Background: an optimization exercise with open tools, aiming at small area, a short achievable clock period and few clock cycles per item. Do not read the settings as production practice.
RTL that was checked went through simulation tests only; none was proved equivalent to the original.
For runs 1 and 2, only the layout was checked, not whether the RTL still works.

[design/flow/run.sh]
#!/bin/bash
# synth_recipe.tcl (not shown) runs the flow's synth.tcl, then flattens the netlist and writes it again
# the make line also repeats each setting of config.mk as NAME=value (left out here)
make -C /OpenROAD-flow-scripts/flow DESIGN_CONFIG=/design/flow/config.mk WORK_HOME=/design/flow/orfs CLKGATE_MAP_FILE= SYNTH_SCRIPT=/design/flow/synth_recipe.tcl finish
[design/flow/config.mk]
export PLATFORM = sky130hd
export DESIGN_NAME = epoch_seconds_to_calendar_top
export DESIGN_NICKNAME = epoch_seconds_to_calendar_top
export VERILOG_FILES = /design/flow/design.v
export SDC_FILE = /design/flow/constraint.sdc
export NUM_CORES = 4
export LEC_CHECK = 0
export CAP_MARGIN = 20
export CORE_MARGIN = 2
export CORE_UTILIZATION = 40
export SETUP_SLACK_MARGIN = 5
export SLEW_MARGIN = 20
[design/flow/constraint.sdc]
create_clock -name core_clock -period 11.0 [get_ports {clk}]
set_input_delay 2.2000 -clock core_clock [delete_from_list [all_inputs] [get_ports {clk}]]
set_output_delay 2.2000 -clock core_clock [all_outputs]
set_load 0.01 [all_outputs]
[design/flow/design.v]
`default_nettype none
package esc_pkg;
  localparam int unsigned SecondsW = 6;
  localparam int unsigned MinutesW = 6;
  localparam int unsigned HoursW   = 5;
  localparam int unsigned WeekdayW = 3;
  localparam int unsigned YearW    = 8;
  localparam int unsigned MonthW   = 4;
  localparam int unsigned DayW     = 5;
  localparam int unsigned EpochW   = 32;
  localparam int unsigned DaysW    = 16;
  localparam logic [5:0] SecsPerMin   = 6'd60;
  localparam logic [5:0] MinsPerHour  = 6'd60;
  localparam logic [5:0] HoursPerDay  = 6'd24;
  localparam logic [5:0] DaysPerWeek  = 6'd7;
  localparam logic [YearW-1:0] CenturySkipOff = 8'd130;
  localparam logic [MonthW-1:0] LastMonthIdx  = 4'd11;
  localparam logic [MonthW-1:0] FebIdx        = 4'd1;
  function automatic logic is_leap(input logic [YearW-1:0] year_off);
    is_leap = (year_off[1:0] == 2'd2) && (year_off != CenturySkipOff);
  endfunction
  function automatic logic [8:0] year_len(input logic [YearW-1:0] year_off);
    year_len = is_leap(year_off) ? 9'd366 : 9'd365;
  endfunction
  function automatic logic [4:0] month_len(input logic [MonthW-1:0] idx,
                                           input logic leap);
    logic [4:0] len;
    case (idx)
      4'd0:    len = 5'd31;
      4'd1:    len = leap ? 5'd29 : 5'd28;
      4'd2:    len = 5'd31;
      4'd3:    len = 5'd30;
      4'd4:    len = 5'd31;
      4'd5:    len = 5'd30;
      4'd6:    len = 5'd31;
      4'd7:    len = 5'd31;
      4'd8:    len = 5'd30;
      4'd9:    len = 5'd31;
      4'd10:   len = 5'd30;
      default: len = 5'd31;
    endcase
    month_len = len;
  endfunction
  function automatic logic [WeekdayW-1:0] weekday_of(input logic [2:0] r);
    logic [WeekdayW-1:0] wd;
    case (r)
      3'd0:    wd = 3'd5;
      3'd1:    wd = 3'd6;
      3'd2:    wd = 3'd7;
      3'd3:    wd = 3'd1;
      3'd4:    wd = 3'd2;
      3'd5:    wd = 3'd3;
      3'd6:    wd = 3'd4;
      default: wd = 3'd1;
    endcase
    weekday_of = wd;
  endfunction
endpackage
`default_nettype wire
`default_nettype none
module epoch_seconds_to_calendar_top (
  input  wire logic        clk,
  input  wire logic        rst,
  input  wire logic        din_valid,
  output wire logic        din_ready,
  input  wire logic [31:0] din_epoch_seconds,
  output wire logic        dout_valid,
  input  wire logic        dout_ready,
  output wire logic [5:0]  dout_second_of_minute,
  output wire logic [5:0]  dout_minute_of_hour,
  output wire logic [4:0]  dout_hour_of_day,
  output wire logic [2:0]  dout_weekday,
  output wire logic [7:0]  dout_year_offset,
  output wire logic [3:0]  dout_month_number,
  output wire logic [4:0]  dout_day_of_month
);
  logic adv;
  logic v1, v2, v3;
  assign adv       = !v3 || dout_ready;
  assign din_ready = adv;
  logic [24:0] x0;
  logic [18:0] a0, a1, a2, a3, a4, a5, a6;
  logic [18:0] s1, c1, s2, c2, s3, c3, s4, c4, s5, c5;
  assign x0 = din_epoch_seconds[31:7];
  assign a0 = 19'(x0[24:7]);
  assign a1 = 19'(x0[24:8]);
  assign a2 = 19'(x0[24:13]);
  assign a3 = 19'(x0[24:17]);
  assign a4 = 19'(x0[24:19]);
  assign a5 = 19'(x0[24:20]);
  assign a6 = 19'(x0[24:21]);
  assign s1 = a0 ^ a1 ^ a2;
  assign c1 = ((a0 & a1) | (a0 & a2) | (a1 & a2)) << 1;
  assign s2 = a3 ^ a4 ^ a5;
  assign c2 = ((a3 & a4) | (a3 & a5) | (a4 & a5)) << 1;
  assign s3 = s1 ^ c1 ^ s2;
  assign c3 = ((s1 & c1) | (s1 & s2) | (c1 & s2)) << 1;
  assign s4 = s3 ^ c3 ^ c2;
  assign c4 = ((s3 & c3) | (s3 & c2) | (c3 & c2)) << 1;
  assign s5 = s4 ^ c4 ^ a6;
  assign c5 = ((s4 & c4) | (s4 & a6) | (c4 & a6)) << 1;
  logic [18:0] p0;
  assign p0 = s5 + c5;
  logic [15:0] r1_qe;
  logic [17:0] r1_lo;      
  logic [10:0] s2_r;       
  logic        s2_c;
  logic [9:0]  s2_rem;
  logic        s2_g;       
  logic [5:0]  r1_qb;
  logic [5:0]  s2_q4e;
  logic [11:0] s2_l;
  logic [11:0] s2_rp;
  logic [15:0] s2_qe;
  assign s2_qe  = r1_qe;
  assign s2_r   = r1_lo[17:7] - ({s2_qe[1:0], 9'd0} + {s2_qe[3:0], 7'd0} + {s2_qe[5:0], 5'd0}
                                 + {s2_qe[9:0], 1'd0} + s2_qe[10:0]);
  assign s2_c   = (s2_r >= 11'd675);
  assign s2_rem = s2_c ? 10'(s2_r - 11'd675) : s2_r[9:0];
  assign s2_g   = (s2_qe >= 16'd47541) || ((s2_qe == 16'd47540) && s2_c);
  assign r1_qb  = s2_qe[15:10];
  assign s2_q4e[0] = 64'h6da4b6d24b6d24b6 >> r1_qb & 1'b1;
  assign s2_q4e[1] = 64'h71c738e38c71c738 >> r1_qb & 1'b1;
  assign s2_q4e[2] = 64'h81f83f03f07e07c0 >> r1_qb & 1'b1;
  assign s2_q4e[3] = 64'hfe003ffc007ff800 >> r1_qb & 1'b1;
  assign s2_q4e[4] = 64'h00003fffff800000 >> r1_qb & 1'b1;
  assign s2_q4e[5] = 64'hffffc00000000000 >> r1_qb & 1'b1;
  assign s2_l[0] = 64'h925b492db492db49 >> r1_qb & 1'b1;
  assign s2_l[1] = 64'h8e38c71c738e38c7 >> r1_qb & 1'b1;
  assign s2_l[2] = 64'h13a3762e44ecdc89 >> r1_qb & 1'b1;
  assign s2_l[3] = 64'h7198cee2339dc447 >> r1_qb & 1'b1;
  assign s2_l[4] = 64'h62237733bb111889 >> r1_qb & 1'b1;
  assign s2_l[5] = 64'h7c3c783c3c1e1f0e >> r1_qb & 1'b1;
  assign s2_l[6] = 64'h1264c912748d3b46 >> r1_qb & 1'b1;
  assign s2_l[7] = 64'h9c4771dc4711dc77 >> r1_qb & 1'b1;
  assign s2_l[8] = 64'he0787e1f87e1e078 >> r1_qb & 1'b1;
  assign s2_l[9] = 64'h9224c9324c9324c9 >> r1_qb & 1'b1;
  assign s2_l[10] = 64'he3b88e2388e2388e >> r1_qb & 1'b1;
  assign s2_l[11] = 64'h6e6446ee446ee446 >> r1_qb & 1'b1;
  assign s2_rp  = s2_qe[11:0] + s2_l;
  function automatic logic [2:0] add7(input logic [2:0] a, input logic [2:0] b);
    logic [3:0] t;
    t = {1'b0, a} + {1'b0, b};
    add7 = t[2:0] + {2'd0, t[3]};
  endfunction
  logic [2:0] s2_wa, s2_wb, s2_wq;
  assign s2_wa = add7(add7(s2_qe[2:0], s2_qe[5:3]), s2_qe[8:6]);
  assign s2_wb = add7(add7(s2_qe[11:9], s2_qe[14:12]), 3'd4 + {2'd0, s2_qe[15]});
  assign s2_wq = add7(s2_wa, s2_wb);
  logic [11:0] r2_rp;
  logic        r2_c;
  logic        r2_g;
  logic [5:0]  r2_q4e;
  logic [16:0] r2_sod;
  logic [2:0]  r2_wq;
  logic [11:0] s3_r;       
  logic [6:0]  s3_n;
  logic [2:0]  s3_nn;      
  logic [8:0]  s3_off;
  logic [8:0]  s3_doy;
  logic [7:0]  s3_ya;      
  assign s3_r = r2_rp + {10'd0, r2_c & r2_g, r2_c ^ r2_g};
  assign s3_n[0] = (s3_r >= 12'd365);
  assign s3_n[1] = (s3_r >= 12'd730);
  assign s3_n[2] = (s3_r >= 12'd1095);
  assign s3_n[3] = (s3_r >= 12'd1461);
  assign s3_n[4] = (s3_r >= 12'd1826);
  assign s3_n[5] = (s3_r >= 12'd2191);
  assign s3_n[6] = (s3_r >= 12'd2556);
  always_comb begin
    s3_nn = 3'd0;
    for (int i = 0; i < 7; i++) if (s3_n[i]) s3_nn = 3'(i + 1);
  end
  always_comb begin
    case (s3_nn)
      3'd0: s3_off = 9'd0;
      3'd1: s3_off = 9'd365;
      3'd2: s3_off = 9'd218;
      3'd3: s3_off = 9'd71;
      3'd4: s3_off = 9'd437;
      3'd5: s3_off = 9'd290;
      3'd6: s3_off = 9'd143;
      3'd7: s3_off = 9'd508;
      default: s3_off = 9'd0;
    endcase
  end
  assign s3_doy = s3_r[8:0] - s3_off;
  assign s3_ya  = {r2_q4e, 2'd0} + {5'd0, s3_nn} - 8'd2;
  logic [11:1] t;
  logic [3:0]  s3_mp;
    assign t[1] = (s3_doy >= 9'd31);
  assign t[2] = (s3_doy >= 9'd61);
  assign t[3] = (s3_doy >= 9'd92);
  assign t[4] = (s3_doy >= 9'd122);
  assign t[5] = (s3_doy >= 9'd153);
  assign t[6] = (s3_doy >= 9'd184);
  assign t[7] = (s3_doy >= 9'd214);
  assign t[8] = (s3_doy >= 9'd245);
  assign t[9] = (s3_doy >= 9'd275);
  assign t[10] = (s3_doy >= 9'd306);
  assign t[11] = (s3_doy >= 9'd337);
  always_comb begin
    s3_mp = 4'd0;
    for (int i = 1; i <= 11; i++) if (t[i]) s3_mp = 4'(i);
  end
  logic [2:0] s3_w4;
  logic [2:0] s3_wd;
  assign s3_w4 = add7(r2_wq, {2'd0, r2_c});
  assign s3_wd = (s3_w4 == 3'd7) ? 3'd1 : s3_w4 + 3'd1;
  logic [5:0]  s3_ha;
  logic [4:0]  s3_he;
  logic [8:0]  s3_l2;
  logic [8:0]  s3_hr;      
  logic        s3_hc;
  logic [7:0]  s3_hrem;
  assign s3_ha = r2_sod[16:11];
  assign s3_he[0] = 64'hc99b366cd9b366cc >> s3_ha & 1'b1;
  assign s3_he[1] = 64'hf1e3c78f1e3c78f0 >> s3_ha & 1'b1;
  assign s3_he[2] = 64'h01fc07f01fc07f00 >> s3_ha & 1'b1;
  assign s3_he[3] = 64'h01fff8001fff8000 >> s3_ha & 1'b1;
  assign s3_he[4] = 64'h01ffffffe0000000 >> s3_ha & 1'b1;
  assign s3_l2[0] = 64'hc99b366cd9b366cc >> s3_ha & 1'b1;
  assign s3_l2[1] = 64'h3878f1e3c78f1e3c >> s3_ha & 1'b1;
  assign s3_l2[2] = 64'hf807f01fc07f01fc >> s3_ha & 1'b1;
  assign s3_l2[3] = 64'hf8000fffc000fffc >> s3_ha & 1'b1;
  assign s3_l2[4] = 64'hf80000003ffffffc >> s3_ha & 1'b1;
  assign s3_l2[5] = 64'hce64c993264c9930 >> s3_ha & 1'b1;
  assign s3_l2[6] = 64'h0f870e1c3870e1c0 >> s3_ha & 1'b1;
  assign s3_l2[7] = 64'h0ff80fe03f80fe00 >> s3_ha & 1'b1;
  assign s3_l2[8] = 64'hc664c66ce64c66cc >> s3_ha & 1'b1;
  assign s3_hr   = r2_sod[12:4] + s3_l2;
  assign s3_hc   = (s3_hr >= 9'd225);
  assign s3_hrem = s3_hc ? 8'(s3_hr - 9'd225) : s3_hr[7:0];
  logic [9:0]  s3_z;       
  assign s3_z = {s3_hrem, r2_sod[3:2]};
  logic [6:0]  s3_ma;
  logic [5:0]  s3_me;
  logic [4:0]  s3_l3;
  logic [4:0]  s3_mr;      
  assign s3_ma = s3_z[9:3];
  assign s3_me[0] = 128'hcc999933326664ccc999933326664ccc >> s3_ma & 1'b1;
  assign s3_me[1] = 128'hf0e1e1c3c387870f0e1e1c3c387870f0 >> s3_ma & 1'b1;
  assign s3_me[2] = 128'h00fe01fc03f807f00fe01fc03f807f00 >> s3_ma & 1'b1;
  assign s3_me[3] = 128'h00fffe0003fff8000fffe0003fff8000 >> s3_ma & 1'b1;
  assign s3_me[4] = 128'h00fffffffc0000000fffffffc0000000 >> s3_ma & 1'b1;
  assign s3_me[5] = 128'h00fffffffffffffff000000000000000 >> s3_ma & 1'b1;
  assign s3_l3[0] = 128'hcc999933326664ccc999933326664ccc >> s3_ma & 1'b1;
  assign s3_l3[1] = 128'hf0e1e1c3c387870f0e1e1c3c387870f0 >> s3_ma & 1'b1;
  assign s3_l3[2] = 128'h00fe01fc03f807f00fe01fc03f807f00 >> s3_ma & 1'b1;
  assign s3_l3[3] = 128'h00fffe0003fff8000fffe0003fff8000 >> s3_ma & 1'b1;
  assign s3_l3[4] = 128'hcc6666ccce6664ccc6666ccce6664ccc >> s3_ma & 1'b1;
  assign s3_mr = s3_z[4:0] + s3_l3;
  logic [4:0]  r3_dl;      
  logic [3:0]  r3_mp;
  logic [7:0]  r3_ya;
  logic [2:0]  r3_wd;
  logic [4:0]  r3_h;
  logic [5:0]  r3_me;
  logic [4:0]  r3_mr;
  logic [1:0]  r3_s;
  logic [4:0]  s4_cum;     
  logic [3:0]  s4_month;
  always_comb begin
    case (r3_mp)
      4'd0: begin s4_cum = 5'd31; s4_month = 4'd3; end
      4'd1: begin s4_cum = 5'd30; s4_month = 4'd4; end
      4'd2: begin s4_cum = 5'd28; s4_month = 4'd5; end
      4'd3: begin s4_cum = 5'd27; s4_month = 4'd6; end
      4'd4: begin s4_cum = 5'd25; s4_month = 4'd7; end
      4'd5: begin s4_cum = 5'd24; s4_month = 4'd8; end
      4'd6: begin s4_cum = 5'd23; s4_month = 4'd9; end
      4'd7: begin s4_cum = 5'd21; s4_month = 4'd10; end
      4'd8: begin s4_cum = 5'd20; s4_month = 4'd11; end
      4'd9: begin s4_cum = 5'd18; s4_month = 4'd12; end
      4'd10: begin s4_cum = 5'd17; s4_month = 4'd1; end
      4'd11: begin s4_cum = 5'd16; s4_month = 4'd2; end
      default: begin s4_cum = 5'd0; s4_month = 4'd0; end
    endcase
  end
  logic        s4_mc;
  assign s4_mc = (r3_mr >= 5'd15);
  assign dout_valid            = v3;
  assign dout_second_of_minute = {(s4_mc ? 4'(r3_mr - 5'd15) : r3_mr[3:0]), r3_s};
  assign dout_minute_of_hour   = r3_me + {5'd0, s4_mc};
  assign dout_hour_of_day      = r3_h;
  assign dout_weekday          = r3_wd;
  assign dout_year_offset      = r3_ya + {7'd0, r3_mp >= 4'd10};
  assign dout_month_number     = s4_month;
  assign dout_day_of_month     = r3_dl - s4_cum;
  always_ff @(posedge clk) begin
    if (rst) begin
      v1 <= 1'b0;
      v2 <= 1'b0;
      v3 <= 1'b0;
    end else if (adv) begin
      v1 <= din_valid;
      v2 <= v1;
      v3 <= v2;
    end
  end
  always_ff @(posedge clk) begin
    if (adv) begin
      r1_qe    <= p0[18:3];
      r1_lo    <= din_epoch_seconds[17:0];
      r2_rp    <= s2_rp;
      r2_c     <= s2_c;
      r2_g     <= s2_g;
      r2_q4e   <= s2_q4e;
      r2_sod   <= {s2_rem, r1_lo[6:0]};
      r2_wq    <= s2_wq;
      r3_dl    <= s3_doy[4:0];
      r3_mp    <= s3_mp;
      r3_ya    <= s3_ya;
      r3_wd    <= s3_wd;
      r3_h     <= s3_he + {4'd0, s3_hc};
      r3_me    <= s3_me;
      r3_mr    <= s3_mr;
      r3_s     <= r2_sod[1:0];
    end
  end
endmodule
`default_nettype wire
==> metrics.cfg, run 1 <==
[worst_setup_path]
crit_path_start_kind=input pin
slowest_delay_ns=0.53
timing_worst_setup_path_type=input pin to flop
series_of_cell_instances_along_the_critical_path=dlygate4sd2_1 > fa_1 > inv_1 > fa_1 > inv_1 > fa_1 > fa_1 > ha_4 > a21oi_2 > o21bai_2 > a21oi_2 > o21bai_4 > a2111oi_4 > o31ai_2 > nand2_1 > a21boi_2 > o21ai_2 > nor4b_1 > or3_1
critical-path-top-delay-family=adder cells
cp_num_buf_inv=3
worst_ep_required_time_ns=11.18
critical_path_peak_fanout=3
cp_common_cell=sky130_fd_sc_hd__fa_1
critical-path-slowest-cell=sky130_fd_sc_hd__fa_1
crit_arrival_ns=6.63
end_kind=flop

[yosys]
synth_fp_nets=1850
synth.largest_area_cell=sky130_fd_sc_hd__edfxtp_1
leading_cell_type_by_number_of_instances_after_synthesis=sky130_fd_sc_hd__ha_1
synth_register_bits=115
yosys.cell_types.count=101
synth_area_per_cell_sq_um=9.33
ys_dominant_reg_cell=sky130_fd_sc_hd__edfxtp_1
synth_edf_count=112
synthArstFlopShare_pct=0
synth.yosys.seq_area_share_pct=23.9
syn-cell-area_sq_um=14300
synthTopCellsByCount=sky130_fd_sc_hd__ha_1, sky130_fd_sc_hd__inv_1, sky130_fd_sc_hd__a21oi_1
synth.yosys.warnings=1
yosys.area.top_type_share_pct=23.5
netlist_instances=1535
synth_top_cells_by_area=sky130_fd_sc_hd__edfxtp_1, sky130_fd_sc_hd__ha_1, sky130_fd_sc_hd__fa_1, sky130_fd_sc_hd__xnor2_1, sky130_fd_sc_hd__a21oi_1

[finish]
post_route_cells_drive_above_1_share_pct=19.4
num-fill-cells=3293
post_layout_nonfiller_instances=2165
area.growth.synth_to_final_pct=23.5
postLayoutCoreUtil_pct=50.0
antenna_cells=0
nNetsFinal=2006

[global_route]
grt_first_pass_wirelength_um=54600
antenna_found_initial=0
first_global_vias=11500
maximum_number_of_pins_on_one_net_before_global_route_repair=84
overflow=0
grt_use_total_pct=17.4

[route]
vias=11800
detail_route.vias_per_cell=5.43
dr.first_iter.drc_count=653
drc_errors=0
ant_nets=0
detailedRoute.firstPassIterationCount=5
routedWlPerCell_um=15.4
drt-total-wl_um=33400

[place]
dp.final_hpwl_um=23500
numPlacedInstances=2026
place.gp.congestion=0.867
place_ws_ns=3.20
numPortBuffers=74

[sta]
report.final.slew_viol_count=0
final.setup.tns_ns=0
relSlewSlack_pct=42.6
layout_min_cycle_time_ns=6.45
fmaxAchievable_mhz=155
setup_viol=0
rsz0062_at_grt=yes
tightest_slew_ns=0.845
finalHoldViolations=0
finalWorstSetupSlack_ns=4.55
post-route-period-util_pct=58.7
clock_skews_ns=0.00829

[clock_tree]
worst_setup_hold_path_clk_slew_ns=0.06
clock_buffers_created_by_tritoncts=17
clk-insertion-delay-late_ns=0.43
cts_tree=done
clockRootBuffer=sky130_fd_sc_hd__clkbuf_16
cts-hold-fix-buffers=0
cts_max_path_bufs=2
tritoncts_num_sinks=115
htreeDepth=4

[min_path]
hold_class=flop to flop

[floorplanning]
placeableCoreArea_sq_um=35400
chipWidth_um=193
initial_core_util_pct=40.5
core.rowCount=69
fp.dieArea_sq_um=37400
die_h_um=193
top_level_ports=75

[run]
drv.max_cap_violation_count=0

[run_status]
status=timing/DRC/antenna clean

routing by layer:
metal	vias to the layer above	track usage (%)	part of all wire, %	wire length [um]
li1	5845	-	-	-
met1	5606	22.1	45	14900
met2	254	30.6	50	16600
met3	50	2.34	3.6	1200
met4	0	5.74	2.1	692
met5	-	0	0	0
through the flow:
step | hold slack (ns) | cell area, sq um
6_report | 0.417 | 17700
2_1_floorplan | 0.400 | 14500
5_1_grt | 0.427 | 17700
3_5_place_dp | 0.405 | 15600
3_3_place_gp | 0.401 | 15600
4_1_cts | 0.417 | 17000
layout make-up:
type / instances / area (sq um) / area share, %
multi-input combinational: 1207 / 10800 / 61.0
sequential: 115 / 3420 / 19.3
timing repair buffer: 189 / 1660 / 9.39
inverter: 161 / 642 / 3.63
tap: 461 / 577 / 3.26
clock buffer: 19 / 433 / 2.45
clock inverter: 13 / 160 / 0.905
cell families after synthesis:
logic type | synth area share [%]
AOI/OAI and AO/OA | 18.8
xor gates and xnor gates | 8.55
buffers and inverters | 6.13
and+or+nand+nor | 11.8
DFF | 23.9
adders and majority gates | 27.5
muxes | 3.30
state kept, by name, summed over array words and instances, names as in the netlist, 6 cells and up:
signal and flops:
r2_q4e 6, r1_qe 16, r3_ya 8, r3_me 6
r2_rp 12, r2_sod 17, r1_lo 18
worst paths after layout:
path	from	to	slack (ns)	depth (start not counted)
max	din_epoch_seconds[18]	r1_qe[15]$_DFFE_PP_	4.55	19
min	r1_lo[1]$_DFFE_PP_	r2_sod[1]$_DFFE_PP_	0.42	0
max reg2reg	r2_sod[12]$_DFFE_PP_	r3_mr[4]$_DFFE_PP_	4.62	28
min reg2reg	r1_lo[1]$_DFFE_PP_	r2_sod[1]$_DFFE_PP_	0.42	0
worst register-to-register path: cells and delay by family (launching register included):
kind                     cells  cell delay (ns)
flip-flops                   1             0.43
AO/OA/AOI/OAI               11             1.95
XOR/XNOR                     3             0.55
multiplexers                 2             0.74
AND/OR/NAND/NOR              3             0.51
buffers and inverters        3             0.27
adder cells (fa/ha/maj)      6             1.67
layout by cell type, fill, tap and decap left out, types with 8 or more instances in the layout:
master,count
sky130_fd_sc_hd__inv_2,9
sky130_fd_sc_hd__nor3_1,24
sky130_fd_sc_hd__buf_6,10
sky130_fd_sc_hd__o21ai_1,9
sky130_fd_sc_hd__ha_1,200
sky130_fd_sc_hd__xnor2_2,9
sky130_fd_sc_hd__clkbuf_16,17
sky130_fd_sc_hd__a21o_1,33
sky130_fd_sc_hd__ha_4,10
sky130_fd_sc_hd__a31oi_1,15
sky130_fd_sc_hd__nand2_1,97
sky130_fd_sc_hd__clkdlybuf4s50_1,56
sky130_fd_sc_hd__o21a_1,8
sky130_fd_sc_hd__edfxtp_1,112
sky130_fd_sc_hd__nand2b_1,9
sky130_fd_sc_hd__a211oi_1,17
sky130_fd_sc_hd__o21ai_0,71
sky130_fd_sc_hd__fa_1,52
sky130_fd_sc_hd__o21bai_1,16
sky130_fd_sc_hd__a21oi_2,17
sky130_fd_sc_hd__o211ai_1,20
sky130_fd_sc_hd__inv_1,144
sky130_fd_sc_hd__nor2b_1,14
sky130_fd_sc_hd__nand4_1,9
sky130_fd_sc_hd__buf_4,103
sky130_fd_sc_hd__xor2_1,33
sky130_fd_sc_hd__nor2_1,96
sky130_fd_sc_hd__o21ai_2,8
sky130_fd_sc_hd__mux4_2,12
sky130_fd_sc_hd__a21oi_1,104
sky130_fd_sc_hd__ha_2,10
sky130_fd_sc_hd__xnor2_1,82
sky130_fd_sc_hd__mux2i_1,12
sky130_fd_sc_hd__nand3_1,26
what timing repair did:
action / CTS / global route
pin swaps: 62 / 59
endpoints found under the setup margin: 25 / 17
cloned: 2 / 3
buffers inserted: 61 / 41
gates resized for setup: 139 / 69
==> inputs of run 2 (changes only) <==
--- a/design/flow/design.v
+++ b/design/flow/design.v
@@ -80,31 +80,34 @@
   assign din_ready = adv;
   logic [24:0] x0;
-  logic [18:0] a0, a1, a2, a3, a4, a5, a6;
-  logic [18:0] s1, c1, s2, c2, s3, c3, s4, c4, s5, c5;
+  logic [18:0] a0, a1, a2, a3, a4;
+  logic [18:0] s1, c1, s2, c2, s3, c3;
+  logic [5:0]  r1_xa;
+  logic [6:0]  s1_g;       
   assign x0 = din_epoch_seconds[31:7];
+  assign r1_xa = x0[24:19];
+  assign s1_g[0] = 64'h9696969696969696 >> r1_xa & 1'b1;
+  assign s1_g[1] = 64'h2bd42bd42bd42bd4 >> r1_xa & 1'b1;
+  assign s1_g[2] = 64'hcce73318cce73318 >> r1_xa & 1'b1;
+  assign s1_g[3] = 64'hf0f83c1f0f07c3e0 >> r1_xa & 1'b1;
+  assign s1_g[4] = 64'h00ffc01ff007fc00 >> r1_xa & 1'b1;
+  assign s1_g[5] = 64'hff00001ffff80000 >> r1_xa & 1'b1;
+  assign s1_g[6] = 64'hffffffe000000000 >> r1_xa & 1'b1;
   assign a0 = 19'(x0[24:7]);
   assign a1 = 19'(x0[24:8]);
   assign a2 = 19'(x0[24:13]);
   assign a3 = 19'(x0[24:17]);
-  assign a4 = 19'(x0[24:19]);
-  assign a5 = 19'(x0[24:20]);
-  assign a6 = 19'(x0[24:21]);
+  assign a4 = 19'(s1_g);
   assign s1 = a0 ^ a1 ^ a2;
   assign c1 = ((a0 & a1) | (a0 & a2) | (a1 & a2)) << 1;
-  assign s2 = a3 ^ a4 ^ a5;
-  assign c2 = ((a3 & a4) | (a3 & a5) | (a4 & a5)) << 1;
-  assign s3 = s1 ^ c1 ^ s2;
-  assign c3 = ((s1 & c1) | (s1 & s2) | (c1 & s2)) << 1;
-  assign s4 = s3 ^ c3 ^ c2;
-  assign c4 = ((s3 & c3) | (s3 & c2) | (c3 & c2)) << 1;
-  assign s5 = s4 ^ c4 ^ a6;
-  assign c5 = ((s4 & c4) | (s4 & a6) | (c4 & a6)) << 1;
+  assign s2 = s1 ^ c1 ^ a3;
+  assign c2 = ((s1 & c1) | (s1 & a3) | (c1 & a3)) << 1;
+  assign s3 = s2 ^ c2 ^ a4;
+  assign c3 = ((s2 & c2) | (s2 & a4) | (c2 & a4)) << 1;
   logic [18:0] p0;
-  assign p0 = s5 + c5;
+  assign p0 = s3 + c3;
   logic [15:0] r1_qe;
   logic [17:0] r1_lo;      
   logic [10:0] s2_r;       
-  logic        s2_c;
-  logic [9:0]  s2_rem;
+  logic        s2_c;       
   logic        s2_g;       
   logic [5:0]  r1_qb;
@@ -117,5 +120,4 @@
                                  + {s2_qe[9:0], 1'd0} + s2_qe[10:0]);
   assign s2_c   = (s2_r >= 11'd675);
-  assign s2_rem = s2_c ? 10'(s2_r - 11'd675) : s2_r[9:0];
   assign s2_g   = (s2_qe >= 16'd47541) || ((s2_qe == 16'd47540) && s2_c);
   assign r1_qb  = s2_qe[15:10];
@@ -138,5 +140,5 @@
   assign s2_l[10] = 64'he3b88e2388e2388e >> r1_qb & 1'b1;
   assign s2_l[11] = 64'h6e6446ee446ee446 >> r1_qb & 1'b1;
-  assign s2_rp  = s2_qe[11:0] + s2_l;
+  assign s2_rp  = s2_qe[11:0] + s2_l + {11'd0, s2_g} + {11'd0, s2_c};
   function automatic logic [2:0] add7(input logic [2:0] a, input logic [2:0] b);
     logic [3:0] t;
@@ -150,7 +152,7 @@
   logic [11:0] r2_rp;
   logic        r2_c;
-  logic        r2_g;
   logic [5:0]  r2_q4e;
-  logic [16:0] r2_sod;
+  logic [10:0] r2_r;       
+  logic [6:0]  r2_e;
   logic [2:0]  r2_wq;
   logic [11:0] s3_r;       
@@ -160,5 +162,5 @@
   logic [8:0]  s3_doy;
   logic [7:0]  s3_ya;      
-  assign s3_r = r2_rp + {10'd0, r2_c & r2_g, r2_c ^ r2_g};
+  assign s3_r = r2_rp;
   assign s3_n[0] = (s3_r >= 12'd365);
   assign s3_n[1] = (s3_r >= 12'd730);
@@ -208,30 +210,33 @@
   assign s3_w4 = add7(r2_wq, {2'd0, r2_c});
   assign s3_wd = (s3_w4 == 3'd7) ? 3'd1 : s3_w4 + 3'd1;
-  logic [5:0]  s3_ha;
-  logic [4:0]  s3_he;
+  logic [6:0]  s3_ha;
+  logic [5:0]  s3_he;
   logic [8:0]  s3_l2;
   logic [8:0]  s3_hr;      
   logic        s3_hc;
   logic [7:0]  s3_hrem;
-  assign s3_ha = r2_sod[16:11];
-  assign s3_he[0] = 64'hc99b366cd9b366cc >> s3_ha & 1'b1;
-  assign s3_he[1] = 64'hf1e3c78f1e3c78f0 >> s3_ha & 1'b1;
-  assign s3_he[2] = 64'h01fc07f01fc07f00 >> s3_ha & 1'b1;
-  assign s3_he[3] = 64'h01fff8001fff8000 >> s3_ha & 1'b1;
-  assign s3_he[4] = 64'h01ffffffe0000000 >> s3_ha & 1'b1;
-  assign s3_l2[0] = 64'hc99b366cd9b366cc >> s3_ha & 1'b1;
-  assign s3_l2[1] = 64'h3878f1e3c78f1e3c >> s3_ha & 1'b1;
-  assign s3_l2[2] = 64'hf807f01fc07f01fc >> s3_ha & 1'b1;
-  assign s3_l2[3] = 64'hf8000fffc000fffc >> s3_ha & 1'b1;
-  assign s3_l2[4] = 64'hf80000003ffffffc >> s3_ha & 1'b1;
-  assign s3_l2[5] = 64'hce64c993264c9930 >> s3_ha & 1'b1;
-  assign s3_l2[6] = 64'h0f870e1c3870e1c0 >> s3_ha & 1'b1;
-  assign s3_l2[7] = 64'h0ff80fe03f80fe00 >> s3_ha & 1'b1;
-  assign s3_l2[8] = 64'hc664c66ce64c66cc >> s3_ha & 1'b1;
-  assign s3_hr   = r2_sod[12:4] + s3_l2;
+  logic [5:0]  s3_h1;
+  assign s3_ha = r2_r[10:4];
+  assign s3_he[0] = 128'h6cd993264c993264c99b366cd9b366cc >> s3_ha & 1'b1;
+  assign s3_he[1] = 128'h70e1e3c78f1e3c78f1e3c78f1e3c78f0 >> s3_ha & 1'b1;
+  assign s3_he[2] = 128'h7f01fc07f01fc07f01fc07f01fc07f00 >> s3_ha & 1'b1;
+  assign s3_he[3] = 128'h8001fff8001fff8001fff8001fff8000 >> s3_ha & 1'b1;
+  assign s3_he[4] = 128'h0001ffffffe0000001ffffffe0000000 >> s3_ha & 1'b1;
+  assign s3_he[5] = 128'h0001fffffffffffffe00000000000000 >> s3_ha & 1'b1;
+  assign s3_l2[0] = 128'h6cd993264c993264c99b366cd9b366cc >> s3_ha & 1'b1;
+  assign s3_l2[1] = 128'h1c3870e1c3870e1c3878f1e3c78f1e3c >> s3_ha & 1'b1;
+  assign s3_l2[2] = 128'h03f80fe03f80fe03f807f01fc07f01fc >> s3_ha & 1'b1;
+  assign s3_l2[3] = 128'hfff8001fff8001fff8000fffc000fffc >> s3_ha & 1'b1;
+  assign s3_l2[4] = 128'hfff80000007ffffff80000003ffffffc >> s3_ha & 1'b1;
+  assign s3_l2[5] = 128'h932193264c993264ce64c993264c9930 >> s3_ha & 1'b1;
+  assign s3_l2[6] = 128'h1c3e1c3870e1c3870f870e1c3870e1c0 >> s3_ha & 1'b1;
+  assign s3_l2[7] = 128'he03fe03f80fe03f80ff80fe03f80fe00 >> s3_ha & 1'b1;
+  assign s3_l2[8] = 128'h6ce66ce64c66ce64c664c66ce64c66cc >> s3_ha & 1'b1;
+  assign s3_hr   = {r2_r[5:0], r2_e[6:4]} + s3_l2;
   assign s3_hc   = (s3_hr >= 9'd225);
   assign s3_hrem = s3_hc ? 8'(s3_hr - 9'd225) : s3_hr[7:0];
+  assign s3_h1   = s3_he + {5'd0, s3_hc};
   logic [9:0]  s3_z;       
-  assign s3_z = {s3_hrem, r2_sod[3:2]};
+  assign s3_z = {s3_hrem, r2_e[3:2]};
   logic [6:0]  s3_ma;
   logic [5:0]  s3_me;
@@ -305,7 +310,7 @@
       r2_rp    <= s2_rp;
       r2_c     <= s2_c;
-      r2_g     <= s2_g;
       r2_q4e   <= s2_q4e;
-      r2_sod   <= {s2_rem, r1_lo[6:0]};
+      r2_r     <= s2_r;
+      r2_e     <= r1_lo[6:0];
       r2_wq    <= s2_wq;
       r3_dl    <= s3_doy[4:0];
@@ -313,8 +318,8 @@
       r3_ya    <= s3_ya;
       r3_wd    <= s3_wd;
-      r3_h     <= s3_he + {4'd0, s3_hc};
+      r3_h     <= (s3_h1 >= 6'd24) ? 5'(s3_h1 - 6'd24) : s3_h1[4:0];
       r3_me    <= s3_me;
       r3_mr    <= s3_mr;
-      r3_s     <= r2_sod[1:0];
+      r3_s     <= r2_e[1:0];
     end
   end
==> run 2 against run 1 <==
  * Clock skew up 0.0079 ns
  * Routed wire length up 10%
  * Hold slack better by 0.0033 ns
  * First-iteration DRC count up 61%
  * Sequential share of layout area down 0.28 points
  * Clock-buffer cell count down 2
  * Critical path type is now flop to flop
  * Critical endpoint is now r3_mr[4]$_DFFE_PP_
  * Highest routed layer unchanged
==> metrics.cfg, run 2 <==
[worst_setup_path]
crit_path_start_kind=flop  ; was input pin
end_kind=flop  ; unchanged
timing_worst_setup_path_type=flop to flop  ; was input pin to flop
critical-path-slowest-cell=sky130_fd_sc_hd__or4_1  ; was sky130_fd_sc_hd__fa_1
crit_path_start=r2_r[7]$_DFFE_PP_  ; was din_epoch_seconds[18]
critical_path_peak_fanout=70  ; was 3
cp_common_cell=sky130_fd_sc_hd__ha_4  ; was sky130_fd_sc_hd__fa_1
worst_ep_required_time_ns=11.30  ; was 11.18 ns
slowest_delay_ns=0.43  ; was 0.53 ns
ff2ff_path_depth=31  ; was 28
crit_arrival_ns=6.90  ; was 6.63 ns
worstReg2RegStart=r2_r[7]$_DFFE_PP_  ; was r2_sod[12]$_DFFE_PP_
setup.reg_to_reg.worst_slack_ns=4.39  ; was 4.62 ns
worst_r2r_endpoint=r3_mr[4]$_DFFE_PP_  ; unchanged

[clock_tree]
clock_buffers_created_by_tritoncts=17  ; unchanged
worst_setup_hold_path_clk_slew_ns=0.07  ; was 0.06 ns
cts_max_path_bufs=2  ; unchanged
htreeDepth=4  ; unchanged
cts_tree=done  ; unchanged
clockRootBuffer=sky130_fd_sc_hd__clkbuf_16  ; unchanged
clk-insertion-delay-late_ns=0.44  ; was 0.43 ns
tritoncts_num_sinks=115  ; unchanged

[route]
dr.first_iter.drc_count=1050  ; was 653
routedWlPerCell_um=16.2  ; was 15.4 um
drt-total-wl_um=36700  ; was 33400 um
detail_route.vias_per_cell=5.58  ; was 5.43
ant_nets=0  ; unchanged
vias=12600  ; was 11800
drc_errors=0  ; unchanged
detailedRoute.firstPassIterationCount=6  ; was 5

[yosys]
synthTopCellsByCount=sky130_fd_sc_hd__ha_1, sky130_fd_sc_hd__inv_1, sky130_fd_sc_hd__a21oi_1  ; unchanged
synthArstFlopShare_pct=0  ; unchanged
syn-cell-area_sq_um=14600  ; was 14300 sq um
synth.yosys.seq_area_share_pct=23.4  ; was 23.9%
leading_cell_type_by_number_of_instances_after_synthesis=sky130_fd_sc_hd__ha_1  ; unchanged
synth_fp_nets=1953  ; was 1850
yosys.cell_types.count=94  ; was 101
synth_top_cells_by_area=sky130_fd_sc_hd__edfxtp_1, sky130_fd_sc_hd__ha_1, sky130_fd_sc_hd__fa_1, sky130_fd_sc_hd__a21oi_1, sky130_fd_sc_hd__xnor2_1  ; was sky130_fd_sc_hd__edfxtp_1, sky130_fd_sc_hd__ha_1, sky130_fd_sc_hd__fa_1, sky130_fd_sc_hd__xnor2_1, sky130_fd_sc_hd__a21oi_1
netlist_instances=1651  ; was 1535
synth_area_per_cell_sq_um=8.84  ; was 9.33 sq um
yosys.area.top_type_share_pct=23.0  ; was 23.5%
synth.yosys.warnings=1  ; unchanged
synth.largest_area_cell=sky130_fd_sc_hd__edfxtp_1  ; unchanged
synth_edf_count=112  ; unchanged
synth_register_bits=115  ; unchanged
ys_dominant_reg_cell=sky130_fd_sc_hd__edfxtp_1  ; unchanged

[sta]
rsz0062_at_grt=yes  ; unchanged
layout_min_cycle_time_ns=6.61  ; was 6.45 ns
setup_viol=0  ; unchanged
tightest_slew_ns=0.963  ; was 0.845 ns
report.final.slew_viol_count=0  ; unchanged
post-route-period-util_pct=60.1  ; was 58.7%
fin_worst_hold_slack_ns=0.421  ; was 0.417 ns
finalHoldViolations=0  ; unchanged
fmaxAchievable_mhz=151  ; was 155 MHz
final.setup.tns_ns=0  ; unchanged
clock_skews_ns=0.0162  ; was 0.00829 ns
relSlewSlack_pct=35.4  ; was 42.6%

[global_route]
grt_first_pass_wirelength_um=60000  ; was 54600 um
first_global_vias=12200  ; was 11500
grt_use_total_pct=19.2  ; was 17.4%
overflow=0  ; unchanged
maximum_number_of_pins_on_one_net_before_global_route_repair=76  ; was 84
antenna_found_initial=0  ; unchanged

[place]
place.gp.congestion=0.848  ; was 0.867
dp.final_hpwl_um=25400  ; was 23500 um
numPortBuffers=74  ; unchanged

[finish]
multi_input_area_sq_um=11100  ; was 10800 sq um
largest_register_ffs=18  ; unchanged
commonest_cells_after_routing_fill_and_taps_aside=sky130_fd_sc_hd__ha_1, sky130_fd_sc_hd__inv_1, sky130_fd_sc_hd__nand2_1, sky130_fd_sc_hd__a21oi_1, sky130_fd_sc_hd__edfxtp_1  ; was sky130_fd_sc_hd__ha_1, sky130_fd_sc_hd__inv_1, sky130_fd_sc_hd__edfxtp_1, sky130_fd_sc_hd__a21oi_1, sky130_fd_sc_hd__buf_4
num-fill-cells=3284  ; was 3293
regMostFlops=r1_lo  ; unchanged
reg.largest.list=r1_lo (18), r1_qe (16), r2_rp (12)  ; was r1_lo (18), r2_sod (17), r1_qe (16)
layout.area.seq_sq_um=3420  ; unchanged
area.growth.synth_to_final_pct=23.0  ; was 23.5%
antenna_cells=0  ; unchanged
layout_commonest_cell=sky130_fd_sc_hd__ha_1  ; unchanged
nNetsFinal=2091  ; was 2006
post_route_cells_drive_above_1_share_pct=18.4  ; was 19.4%

[min_path]
hold_class=flop to flop  ; unchanged
hold_start=r1_lo[1]$_DFFE_PP_  ; unchanged
hold_end=r2_e[1]$_DFFE_PP_  ; was r2_sod[1]$_DFFE_PP_
hold_path_depth=0  ; unchanged

[floorplanning]
die_h_um=195  ; was 193 um
placeableCoreArea_sq_um=35700  ; was 35400 sq um
initial_core_util_pct=40.8  ; was 40.5%
core.rowCount=69  ; unchanged
chipWidth_um=195  ; was 193 um
top_level_ports=75  ; unchanged
fp.dieArea_sq_um=38000  ; was 37400 sq um

[run]
drv.max_cap_violation_count=0  ; unchanged

[run_status]
status=timing/DRC/antenna clean  ; unchanged

-- run 2: changes by cell type after synthesis, moves of 10 or more --
cell / previous run / this run
sky130_fd_sc_hd__xnor2_1: 91 / 76
sky130_fd_sc_hd__clkbuf_1: 35 / 47
sky130_fd_sc_hd__a211oi_1: 18 / 36
sky130_fd_sc_hd__mux2i_1: 12 / 22
sky130_fd_sc_hd__a21boi_0: 3 / 13
sky130_fd_sc_hd__a21oi_1: 121 / 133
sky130_fd_sc_hd__nand2_1: 99 / 132
sky130_fd_sc_hd__o21ai_0: 79 / 101
sky130_fd_sc_hd__nand2b_1: 9 / 21
-- run 2: cells by family (layout without fill, tap and decap cells) --
family,count (synthesis),count (layout),synth area share (%)
compound gates,486,486,22.1
xor+xnor,115,115,7.29
fa+ha+maj,269,269,25.7
buf+inv,227,377,5.96
flops,115,115,23.4
mux,31,31,2.43
simple gates,408,408,13.1
-- run 2: worst max path at each step --
stage,cells after the start,slack (ns),to
3_5_place_dp,30,2.76,r3_mr[4]$_DFFE_PP_
6_report,31,4.39,r3_mr[4]$_DFFE_PP_
3_3_place_gp,30,2.95,r3_mr[4]$_DFFE_PP_
4_1_cts,33,4.37,r3_mr[4]$_DFFE_PP_
5_1_grt,32,4.06,r3_mr[4]$_DFFE_PP_
2_1_floorplan,34,4.26,r3_mr[4]$_DFFE_PP_
-- run 2: metrics by stage --
stage | setup slack (ns) | cells | instance area, sq um | util (%)
2_1_floorplan | 4.26 | 1651 | 14800 | -
3_3_place_gp | 2.95 | 2124 | 15900 | 44.5
3_5_place_dp | 2.76 | 2124 | 15900 | 44.5
4_1_cts | 4.37 | 2208 | 17200 | 48.2
5_1_grt | 4.06 | 2262 | 18000 | 50.2
6_report | 4.39 | 2262 | 18000 | 50.2
-- run 2: critical path, delay by kind of cell (launching register included) --
| kind | cells | cell delay [ns] |
|---|---|---|
| compound gates | 11 | 2.25 |
| xor+xnor | 2 | 0.28 |
| fa+ha+maj | 4 | 0.95 |
| buf+inv | 7 | 1.20 |
| flops | 1 | 0.38 |
| mux | 1 | 0.29 |
| simple gates | 6 | 1.10 |
-- run 2: area by class of cell --
type,count,share of cell area [%]
repair buffers,189,9.28
multi-input cells,1309,61.6
clock buffers,17,2.37
clock inverters,14,0.982
repair inverters,4,0.125
inverters,153,3.40
well taps,461,3.21
flip-flops and latches,115,19.1
-- run 2: metal layers --
metal,part of all wire (%),track usage [%],up-vias
li1,-,-,6259
met5,0,0,-
met1,45,24.7,5984
met3,4.0,2.83,68
met2,49,32.7,318
met4,2.7,6.93,0
-- run 2: repair_timing --
action	CTS	global route
setup buffers	49	53
pin swaps	30	59
setup endpoints to repair	30	17
gates resized for setup	104	112
hold buffers	0	0
cloned	4	1
==> inputs of run 3 (changes only) <==
--- a/design/flow/design.v
+++ b/design/flow/design.v
@@ -110,5 +110,4 @@
   logic [10:0] s2_r;       
   logic        s2_c;       
-  logic        s2_g;       
   logic [5:0]  r1_qb;
   logic [5:0]  s2_q4e;
@@ -120,5 +119,7 @@
                                  + {s2_qe[9:0], 1'd0} + s2_qe[10:0]);
   assign s2_c   = (s2_r >= 11'd675);
-  assign s2_g   = (s2_qe >= 16'd47541) || ((s2_qe == 16'd47540) && s2_c);
+  logic        s2_ga, s2_gb;
+  assign s2_ga  = (s2_qe >= 16'd47541);
+  assign s2_gb  = (s2_qe >= 16'd47540);
   assign r1_qb  = s2_qe[15:10];
   assign s2_q4e[0] = 64'h6da4b6d24b6d24b6 >> r1_qb & 1'b1;
@@ -140,5 +141,29 @@
   assign s2_l[10] = 64'he3b88e2388e2388e >> r1_qb & 1'b1;
   assign s2_l[11] = 64'h6e6446ee446ee446 >> r1_qb & 1'b1;
-  assign s2_rp  = s2_qe[11:0] + s2_l + {11'd0, s2_g} + {11'd0, s2_c};
+  logic [11:0] s2_rpa, s2_rpb;
+  assign s2_rpa = s2_qe[11:0] + s2_l + {11'd0, s2_ga};
+  assign s2_rpb = s2_qe[11:0] + s2_l + {10'd0, s2_gb, !s2_gb};
+  assign s2_rp  = s2_c ? s2_rpb : s2_rpa;
+  logic [6:0]  s2_ha;
+  logic [5:0]  s2_he;
+  logic [8:0]  s2_l2;
+  logic [8:0]  s2_hr;      
+  assign s2_ha = s2_r[10:4];
+  assign s2_he[0] = 128'h6cd993264c993264c99b366cd9b366cc >> s2_ha & 1'b1;
+  assign s2_he[1] = 128'h70e1e3c78f1e3c78f1e3c78f1e3c78f0 >> s2_ha & 1'b1;
+  assign s2_he[2] = 128'h7f01fc07f01fc07f01fc07f01fc07f00 >> s2_ha & 1'b1;
+  assign s2_he[3] = 128'h8001fff8001fff8001fff8001fff8000 >> s2_ha & 1'b1;
+  assign s2_he[4] = 128'h0001ffffffe0000001ffffffe0000000 >> s2_ha & 1'b1;
+  assign s2_he[5] = 128'h0001fffffffffffffe00000000000000 >> s2_ha & 1'b1;
+  assign s2_l2[0] = 128'h6cd993264c993264c99b366cd9b366cc >> s2_ha & 1'b1;
+  assign s2_l2[1] = 128'h1c3870e1c3870e1c3878f1e3c78f1e3c >> s2_ha & 1'b1;
+  assign s2_l2[2] = 128'h03f80fe03f80fe03f807f01fc07f01fc >> s2_ha & 1'b1;
+  assign s2_l2[3] = 128'hfff8001fff8001fff8000fffc000fffc >> s2_ha & 1'b1;
+  assign s2_l2[4] = 128'hfff80000007ffffff80000003ffffffc >> s2_ha & 1'b1;
+  assign s2_l2[5] = 128'h932193264c993264ce64c993264c9930 >> s2_ha & 1'b1;
+  assign s2_l2[6] = 128'h1c3e1c3870e1c3870f870e1c3870e1c0 >> s2_ha & 1'b1;
+  assign s2_l2[7] = 128'he03fe03f80fe03f80ff80fe03f80fe00 >> s2_ha & 1'b1;
+  assign s2_l2[8] = 128'h6ce66ce64c66ce64c664c66ce64c66cc >> s2_ha & 1'b1;
+  assign s2_hr = {s2_r[5:0], r1_lo[6:4]} + s2_l2;
   function automatic logic [2:0] add7(input logic [2:0] a, input logic [2:0] b);
     logic [3:0] t;
@@ -153,6 +178,7 @@
   logic        r2_c;
   logic [5:0]  r2_q4e;
-  logic [10:0] r2_r;       
-  logic [6:0]  r2_e;
+  logic [5:0]  r2_he;
+  logic [8:0]  r2_hr;
+  logic [3:0]  r2_e;       
   logic [2:0]  r2_wq;
   logic [11:0] s3_r;       
@@ -210,31 +236,10 @@
   assign s3_w4 = add7(r2_wq, {2'd0, r2_c});
   assign s3_wd = (s3_w4 == 3'd7) ? 3'd1 : s3_w4 + 3'd1;
-  logic [6:0]  s3_ha;
-  logic [5:0]  s3_he;
-  logic [8:0]  s3_l2;
-  logic [8:0]  s3_hr;      
   logic        s3_hc;
   logic [7:0]  s3_hrem;
   logic [5:0]  s3_h1;
-  assign s3_ha = r2_r[10:4];
-  assign s3_he[0] = 128'h6cd993264c993264c99b366cd9b366cc >> s3_ha & 1'b1;
-  assign s3_he[1] = 128'h70e1e3c78f1e3c78f1e3c78f1e3c78f0 >> s3_ha & 1'b1;
-  assign s3_he[2] = 128'h7f01fc07f01fc07f01fc07f01fc07f00 >> s3_ha & 1'b1;
-  assign s3_he[3] = 128'h8001fff8001fff8001fff8001fff8000 >> s3_ha & 1'b1;
-  assign s3_he[4] = 128'h0001ffffffe0000001ffffffe0000000 >> s3_ha & 1'b1;
-  assign s3_he[5] = 128'h0001fffffffffffffe00000000000000 >> s3_ha & 1'b1;
-  assign s3_l2[0] = 128'h6cd993264c993264c99b366cd9b366cc >> s3_ha & 1'b1;
-  assign s3_l2[1] = 128'h1c3870e1c3870e1c3878f1e3c78f1e3c >> s3_ha & 1'b1;
-  assign s3_l2[2] = 128'h03f80fe03f80fe03f807f01fc07f01fc >> s3_ha & 1'b1;
-  assign s3_l2[3] = 128'hfff8001fff8001fff8000fffc000fffc >> s3_ha & 1'b1;
-  assign s3_l2[4] = 128'hfff80000007ffffff80000003ffffffc >> s3_ha & 1'b1;
-  assign s3_l2[5] = 128'h932193264c993264ce64c993264c9930 >> s3_ha & 1'b1;
-  assign s3_l2[6] = 128'h1c3e1c3870e1c3870f870e1c3870e1c0 >> s3_ha & 1'b1;
-  assign s3_l2[7] = 128'he03fe03f80fe03f80ff80fe03f80fe00 >> s3_ha & 1'b1;
-  assign s3_l2[8] = 128'h6ce66ce64c66ce64c664c66ce64c66cc >> s3_ha & 1'b1;
-  assign s3_hr   = {r2_r[5:0], r2_e[6:4]} + s3_l2;
-  assign s3_hc   = (s3_hr >= 9'd225);
-  assign s3_hrem = s3_hc ? 8'(s3_hr - 9'd225) : s3_hr[7:0];
-  assign s3_h1   = s3_he + {5'd0, s3_hc};
+  assign s3_hc   = (r2_hr >= 9'd225);
+  assign s3_hrem = s3_hc ? 8'(r2_hr - 9'd225) : r2_hr[7:0];
+  assign s3_h1   = r2_he + {5'd0, s3_hc};
   logic [9:0]  s3_z;       
   assign s3_z = {s3_hrem, r2_e[3:2]};
@@ -311,6 +316,7 @@
       r2_c     <= s2_c;
       r2_q4e   <= s2_q4e;
-      r2_r     <= s2_r;
-      r2_e     <= r1_lo[6:0];
+      r2_he    <= s2_he;
+      r2_hr    <= s2_hr;
+      r2_e     <= r1_lo[3:0];
       r2_wq    <= s2_wq;
       r3_dl    <= s3_doy[4:0];
==> design/flow/flow/run.sh (new file) <==
#!/bin/bash
set -euo pipefail
bash standard.sh SETUP_SLACK_MARGIN=6.0 finish > standard_finish.log 2>&1
==> design/flow/standard.sh (new file) <==
#!/bin/bash
# synth_recipe.tcl (not shown) runs the flow's synth.tcl, then flattens the netlist and writes it again
# the make line also repeats each setting of config.mk as NAME=value (left out here)
make -C /OpenROAD-flow-scripts/flow DESIGN_CONFIG=/design/flow/config.mk WORK_HOME=/design/flow/orfs CLKGATE_MAP_FILE= SYNTH_SCRIPT=/design/flow/synth_recipe.tcl "${@:-finish}"
--- a/design/flow/config.mk
+++ b/design/flow/config.mk
@@ -9,4 +9,3 @@
 export CORE_MARGIN = 2
 export CORE_UTILIZATION = 40
-export SETUP_SLACK_MARGIN = 5
 export SLEW_MARGIN = 20
removed: design/flow/run.sh
==> run 3 against run 2 <==
  * Sequential cell count grew 1
  * Area after synthesis shrank 0.85%
  * Non-clock buffer count grew 38
  * Clock skew shrank 0.0032 ns
==> metrics.cfg, run 3 <==
[finish]
largest_register_ffs=18  ; unchanged
nNetsFinal=2111  ; was 2091
num-fill-cells=3265  ; was 3284
post_route_cells_drive_above_1_share_pct=19.4  ; was 18.4%
antenna_cells=0  ; unchanged
area.growth.synth_to_final_pct=26.6  ; was 23.0%
postLayoutCoreUtil_pct=51.5  ; was 50.2%
layout_commonest_cell=sky130_fd_sc_hd__ha_1  ; unchanged
regMostFlops=r1_lo  ; unchanged
reg.largest.list=r1_lo (18), r1_qe (16), r2_rp (12)  ; unchanged
commonest_cells_after_routing_fill_and_taps_aside=sky130_fd_sc_hd__ha_1, sky130_fd_sc_hd__nand2_1, sky130_fd_sc_hd__inv_1, sky130_fd_sc_hd__a21oi_1  ; was sky130_fd_sc_hd__ha_1, sky130_fd_sc_hd__inv_1, sky130_fd_sc_hd__nand2_1, sky130_fd_sc_hd__a21oi_1, sky130_fd_sc_hd__edfxtp_1

[worst_setup_path]
critical_path_peak_fanout=8  ; was 70
crit_path_start=r1_qe[4]$_DFFE_PP_  ; was r2_r[7]$_DFFE_PP_
crit_path_start_kind=flop  ; unchanged
ff2ff_path_depth=28  ; was 31
cp_common_cell=sky130_fd_sc_hd__inv_2  ; was sky130_fd_sc_hd__ha_4
slowest_delay_ns=0.52  ; was 0.43 ns
crit_arrival_ns=6.28  ; was 6.90 ns
worst_ep_required_time_ns=11.18  ; was 11.30 ns
timing_worst_setup_path_type=flop to flop  ; unchanged
end_kind=flop  ; unchanged
worstReg2RegStart=r1_qe[4]$_DFFE_PP_  ; was r2_r[7]$_DFFE_PP_
critical-path-slowest-cell=sky130_fd_sc_hd__fa_1  ; was sky130_fd_sc_hd__or4_1

[run]
drv.max_cap_violation_count=0  ; unchanged

[yosys]
yosys.area.top_type_share_pct=23.4  ; was 23.0%
synth_top_cells_by_area=sky130_fd_sc_hd__edfxtp_1, sky130_fd_sc_hd__ha_1, sky130_fd_sc_hd__fa_1, sky130_fd_sc_hd__xnor2_1, sky130_fd_sc_hd__a21oi_1  ; was sky130_fd_sc_hd__edfxtp_1, sky130_fd_sc_hd__ha_1, sky130_fd_sc_hd__fa_1, sky130_fd_sc_hd__a21oi_1, sky130_fd_sc_hd__xnor2_1
synth.largest_area_cell=sky130_fd_sc_hd__edfxtp_1  ; unchanged
complex_gate_fraction_of_the_synthesized_area_pct=21.9  ; was 22.1%
ys_dominant_reg_cell=sky130_fd_sc_hd__edfxtp_1  ; unchanged
area_share_of_fa_ha_maj_cells_after_synthesis_pct=25.0  ; was 25.7%
synth.yosys.seq_area_share_pct=23.9  ; was 23.4%
yosys.area_share.xor_xnor_pct=8.37  ; was 7.29%
synth_fp_nets=1947  ; was 1953
synthTopCellsByCount=sky130_fd_sc_hd__ha_1, sky130_fd_sc_hd__nand2_1, sky130_fd_sc_hd__inv_1  ; was sky130_fd_sc_hd__ha_1, sky130_fd_sc_hd__inv_1, sky130_fd_sc_hd__a21oi_1
synth_area_per_cell_sq_um=8.76  ; was 8.84 sq um
synth_simple_gate_area_share_pct=12.4  ; was 13.1%
synth_register_bits=116  ; was 115
synthArstFlopShare_pct=0  ; unchanged
netlist_instances=1653  ; was 1651
yosys.cell_types.count=89  ; was 94
synth.mux.area_fraction_pct=2.37  ; was 2.43%
synth_top_family_by_area=adder cells  ; unchanged
syn-cell-area_sq_um=14500  ; was 14600 sq um
synth_edf_count=113  ; was 112
synth.yosys.warnings=1  ; unchanged
leading_cell_type_by_number_of_instances_after_synthesis=sky130_fd_sc_hd__ha_1  ; unchanged

[route]
drc_errors=0  ; unchanged
detail_route.vias_per_cell=5.59  ; was 5.58
drt-total-wl_um=38200  ; was 36700 um
ant_nets=0  ; unchanged
detailedRoute.firstPassIterationCount=7  ; was 6
vias=12800  ; was 12600
routedWlPerCell_um=16.7  ; was 16.2 um
dr.first_iter.drc_count=831  ; was 1050

[sta]
rsz0062_at_grt=yes  ; unchanged
fin_worst_hold_slack_ns=0.419  ; was 0.421 ns
finalHoldViolations=0  ; unchanged
layout_min_cycle_time_ns=6.10  ; was 6.61 ns
fmaxAchievable_mhz=164  ; was 151 MHz
clock_skews_ns=0.0129  ; was 0.0162 ns
relSlewSlack_pct=34.9  ; was 35.4%
report.final.slew_viol_count=0  ; unchanged
post-route-period-util_pct=55.4  ; was 60.1%
final.setup.tns_ns=0  ; unchanged
setup_viol=0  ; unchanged
tightest_slew_ns=0.969  ; was 0.963 ns

[clock_tree]
tritoncts_num_sinks=116  ; was 115
worst_setup_hold_path_clk_slew_ns=0.06  ; was 0.07 ns
clockRootBuffer=sky130_fd_sc_hd__clkbuf_16  ; unchanged
clock_buffers_created_by_tritoncts=17  ; unchanged
clk-insertion-delay-late_ns=0.44  ; about the same
cts_tree=done  ; unchanged
htreeDepth=4  ; unchanged
cts_max_path_bufs=2  ; unchanged
cts-hold-fix-buffers=0  ; unchanged

[global_route]
antenna_found_initial=1  ; was 0
overflow=0  ; unchanged
maximum_number_of_pins_on_one_net_before_global_route_repair=90  ; was 76
grt_use_total_pct=19.9  ; was 19.2%
grt_first_pass_wirelength_um=61700  ; was 60000 um
first_global_vias=12300  ; was 12200

[floorplanning]
top_level_ports=75  ; unchanged
core.rowCount=69  ; unchanged
chipWidth_um=194  ; was 195 um
die_h_um=194  ; was 195 um
fp.dieArea_sq_um=37700  ; was 38000 sq um
initial_core_util_pct=40.7  ; was 40.8%
placeableCoreArea_sq_um=35600  ; was 35700 sq um

[place]
numPortBuffers=74  ; unchanged
place.gp.congestion=0.887  ; was 0.848
dp.final_hpwl_um=24900  ; was 25400 um

[run_status]
status=timing/DRC/antenna clean  ; unchanged

[min_path]
hold_start=r1_lo[0]$_DFFE_PP_  ; was r1_lo[1]$_DFFE_PP_
hold_path_depth=0  ; unchanged
hold_class=flop to flop  ; unchanged

-- run 3: changes by cell type in the layout (fill, tap and decap cells not counted), sizes merged, moves of 9 or more --
cell,previous run,this run
buf,117,157
xnor2,80,91
a21boi,14,4
nor3,37,28
clkdlybuf4s50,57,46
o21ai,106,117
a31oi,20,11
bufbuf,0,9
o211ai,20,29
nand2,132,144
inv,153,143
nand3,36,26
-- run 3: logic make-up after synthesis --
group           count (synthesis)
xor+xnor                      132
buf+inv                       229
mux                            31
simple gates                  397
fa+ha+maj                     258
flops                         116
compound gates                490
-- run 3: worst paths after layout --
kind | end | slack [ns]
setup / recovery | r2_hr[8]$_DFFE_PP_ | 4.90
hold / removal | r2_e[0]$_DFFE_PP_ | 0.42
setup reg to reg | r2_hr[8]$_DFFE_PP_ | 4.90
hold reg to reg | r2_e[0]$_DFFE_PP_ | 0.42
-- run 3: layer usage --
metal / track usage, % / vias to the layer above / share of wire (%)
met2: 33.0 / 368 / 47
met1: 25.7 / 6056 / 45
met4: 6.90 / 2 / 2.6
li1: - / 6290 / -
met3: 3.97 / 84 / 5.4
met5: 0 / - / 0.042
-- run 3: what timing repair did --
action | CTS | global route
resized for setup | 150 | 91
pin swaps | 59 | 57
cloned | 11 | 0
setup buffers | 76 | 50
endpoints found under the setup margin | 49 | 43
-- run 3: metrics by stage --
| step | cell area, sq um | instances | setup slack (ns) |
|---|---|---|---|
| 2_1_floorplan | 14900 | 1653 | 4.84 |
| 3_3_place_gp | 15900 | 2122 | 4.09 |
| 3_5_place_dp | 15900 | 2122 | 3.96 |
| 4_1_cts | 17600 | 2240 | 4.92 |
| 5_1_grt | 18300 | 2290 | 4.60 |
| 6_report | 18300 | 2290 | 4.90 |
-- run 3: cell type report --
class,instances,area (sq um),area share (%)
Clock buffer,18,429,2.34
Clock inverter,13,87.6,0.478
Inverter,146,573,3.13
Multi-Input combinational cell,1308,11000,59.8
Sequential cell,116,3450,18.8
Tap cell,461,577,3.15
Timing Repair Buffer,227,2250,12.3
Timing Repair inverter,1,7.51,0.0410
-- run 3: critical path, delay by kind of cell, from the launching register on --
family | cells | cell delay, ns
adder cells (fa/ha/maj) | 6 | 1.95
AO/OA/AOI/OAI | 11 | 1.93
AND/OR/NAND/NOR | 3 | 0.64
flip-flops | 1 | 0.45
buffers and inverters | 5 | 0.44
XOR/XNOR | 3 | 0.42
Testbench counts of run 3, summed over its fixed seeds: cycles 8,024, items 8,000.
==> inputs of run 4 (changes only) <==
==> design/flow/flow/run.sh (replaced) <==
#!/bin/bash
set -euo pipefail
bash standard.sh SETUP_SLACK_MARGIN=5.5 finish > standard_finish.log 2>&1
==> run 4 against run 3 <==
  * Still clean
  * Clock-buffer cell count shrank 1
  * Cell count shrank 0.26%
  * Hold slack gained 0.0011 ns
  * Utilization shrank 0.23 points
  * Clock skew grew 0.0029 ns
  * Critical path type unchanged
  * Largest cell class unchanged
==> metrics.cfg, run 4 <==
[run_status]
status=timing/DRC/antenna clean  ; unchanged

[yosys]
synth_register_bits=116  ; unchanged
ys_dominant_reg_cell=sky130_fd_sc_hd__edfxtp_1  ; unchanged
yosys.area.top_type_share_pct=23.4  ; unchanged
synth_top_cells_by_area=sky130_fd_sc_hd__edfxtp_1, sky130_fd_sc_hd__ha_1, sky130_fd_sc_hd__fa_1, sky130_fd_sc_hd__xnor2_1, sky130_fd_sc_hd__a21oi_1  ; unchanged
synth_area_per_cell_sq_um=8.76  ; unchanged
synthTopCellsByCount=sky130_fd_sc_hd__ha_1, sky130_fd_sc_hd__nand2_1, sky130_fd_sc_hd__inv_1  ; unchanged

[sta]
post-route-period-util_pct=55.3  ; was 55.4%
fin_worst_hold_slack_ns=0.420  ; was 0.419 ns
relSlewSlack_pct=37.4  ; was 34.9%
tightest_slew_ns=0.932  ; was 0.969 ns

[finish]
layout_commonest_cell=sky130_fd_sc_hd__ha_1  ; unchanged
post_layout_nonfiller_instances=2284  ; was 2290
nNetsFinal=2105  ; was 2111
largest_register_ffs=18  ; unchanged
finalInstanceArea_sq_um=18300  ; about the same
area.growth.synth_to_final_pct=26.1  ; was 26.6%

[route]
drt-total-wl_um=38200  ; about the same
detailedRoute.firstPassIterationCount=6  ; was 7

[worst_setup_path]
critical_path_peak_fanout=6  ; was 8
crit_path_start_kind=flop  ; unchanged
setup.reg_to_reg.worst_slack_ns=4.92  ; was 4.90 ns
worst_ep_required_time_ns=11.18  ; about the same
worstReg2RegStart=r1_qe[4]$_DFFE_PP_  ; unchanged

[floorplanning]
initial_core_util_pct=40.7  ; unchanged

[clock_tree]
htreeDepth=4  ; unchanged
clockRootBuffer=sky130_fd_sc_hd__clkbuf_16  ; unchanged
cts_tree=done  ; unchanged

[place]
dp.final_hpwl_um=24100  ; was 24900 um
numPlacedInstances=2122  ; unchanged

[global_route]
first_global_vias=12400  ; was 12300

[min_path]
hold_start=r1_lo[0]$_DFFE_PP_  ; unchanged

run 4: changes by cell type in the layout (fill, tap and decap cells not counted), sizes merged:
cell           change
dlygate4sd2        -3
dlymetal6s2s       -2
clkdlybuf4s15      -1
bufinv             +3
clkbuf             -2
clkdlybuf4s50      +8
clkinvlp           -2
buf               -10
clkinv             -2
inv                +2
bufbuf             +3
run 4: cell families after synthesis:
group	Yosys count	synth area share, %
XOR/XNOR	132	8.37
flip-flops	116	23.9
AND/OR/NAND/NOR	397	12.4
multiplexers	31	2.37
adder cells (fa/ha/maj)	258	25.0
AO/OA/AOI/OAI	490	21.9
buffers and inverters	229	6.16
run 4: worst max-delay path by stage:
stage,slack (ns),startpoint,end
after floorplan,4.84,din_epoch_seconds[16],r1_qe[15]$_DFFE_PP_
after global placement,4.08,din_epoch_seconds[25],r1_qe[15]$_DFFE_PP_
after detailed placement,4.04,din_epoch_seconds[20],r1_qe[15]$_DFFE_PP_
after CTS,5.07,r1_qe[4]$_DFFE_PP_,r2_hr[8]$_DFFE_PP_
after global routing,4.64,r1_qe[4]$_DFFE_PP_,r2_hr[8]$_DFFE_PP_
final,4.92,r1_qe[4]$_DFFE_PP_,r2_hr[8]$_DFFE_PP_
run 4: repair_timing:
action,CTS,global route
gates resized for setup,170,49
pin swaps,53,32
setup buffers,101,15
gates cloned,15,0
setup endpoints to repair,33,24
run 4: final cells by class:
cell class	instances	area share, %
multi-input cells	1308	58.8
flip-flops and latches	116	18.9
repair buffers	221	12.7
well taps	461	3.16
inverters	146	3.12
clock buffers	17	2.33
clock inverters	14	0.967
repair inverters	1	0.0411
run 4: worst register-to-register path, delay by kind of cell (launching register included):
kind            cells  cell delay [ns]
compound gates     11             1.89
xor+xnor            3             0.35
fa+ha+maj           6             1.93
buf+inv             6             0.56
flops               1             0.47
simple gates        2             0.65
run 4: layer usage:
layer  vias up  routed length (um)  global-route usage [%]
met2       433               18000                    33.8
met3        79                2540                    3.55
met1      6042               16800                    26.3
met4         0                 873                    6.57
li1       6271                   -                       -
met5         -                   0                       0
run 4: stage by stage:
stage	worst slack (ns)	utilization (%)
floorplan	4.84	-
global placement	4.08	44.2
CTS	5.07	50.9
global route	4.64	51.3
finish	4.92	51.3
detailed placement	4.04	44.2

-- afterwards: timing with drivers on the ports --
Ports are ideal in the flow. The routed layouts listed here were re-timed in OpenROAD.
Step 1 assumes that a clkbuf_16 drives the clock port and a buf_2 every other input.
Step 2 times the ports against the registers' clock, not the clock port: input delays grow and output delays shrink by t, the midpoint of the rising clock arrivals with the driver on.
Slacks: no drivers / after step 1 / after step 2; pairs: no drivers / after step 1.
| run | t, ns | setup WS [ns] | hold WS [ns] |
|---|---|---|---|
| run 1 | 0.478 | 4.545 / 4.577 / 4.099 | 0.417 / 0.417 / 0.417 |
| run 2 | 0.487 | 4.393 / 4.393 / 4.393 | 0.421 / 0.421 / 0.421 |
| run 3 | 0.484 | 4.902 / 4.902 / 4.631 | 0.419 / 0.419 / 0.419 |
| run 4 | 0.491 | 4.915 / 4.915 / 4.619 | 0.420 / 0.420 / 0.420 |
After both steps every run listed still meets setup and hold. The setup slack of run 1, which loses most, moves by +0.032 ns with the drivers and by -0.446 ns with both steps.
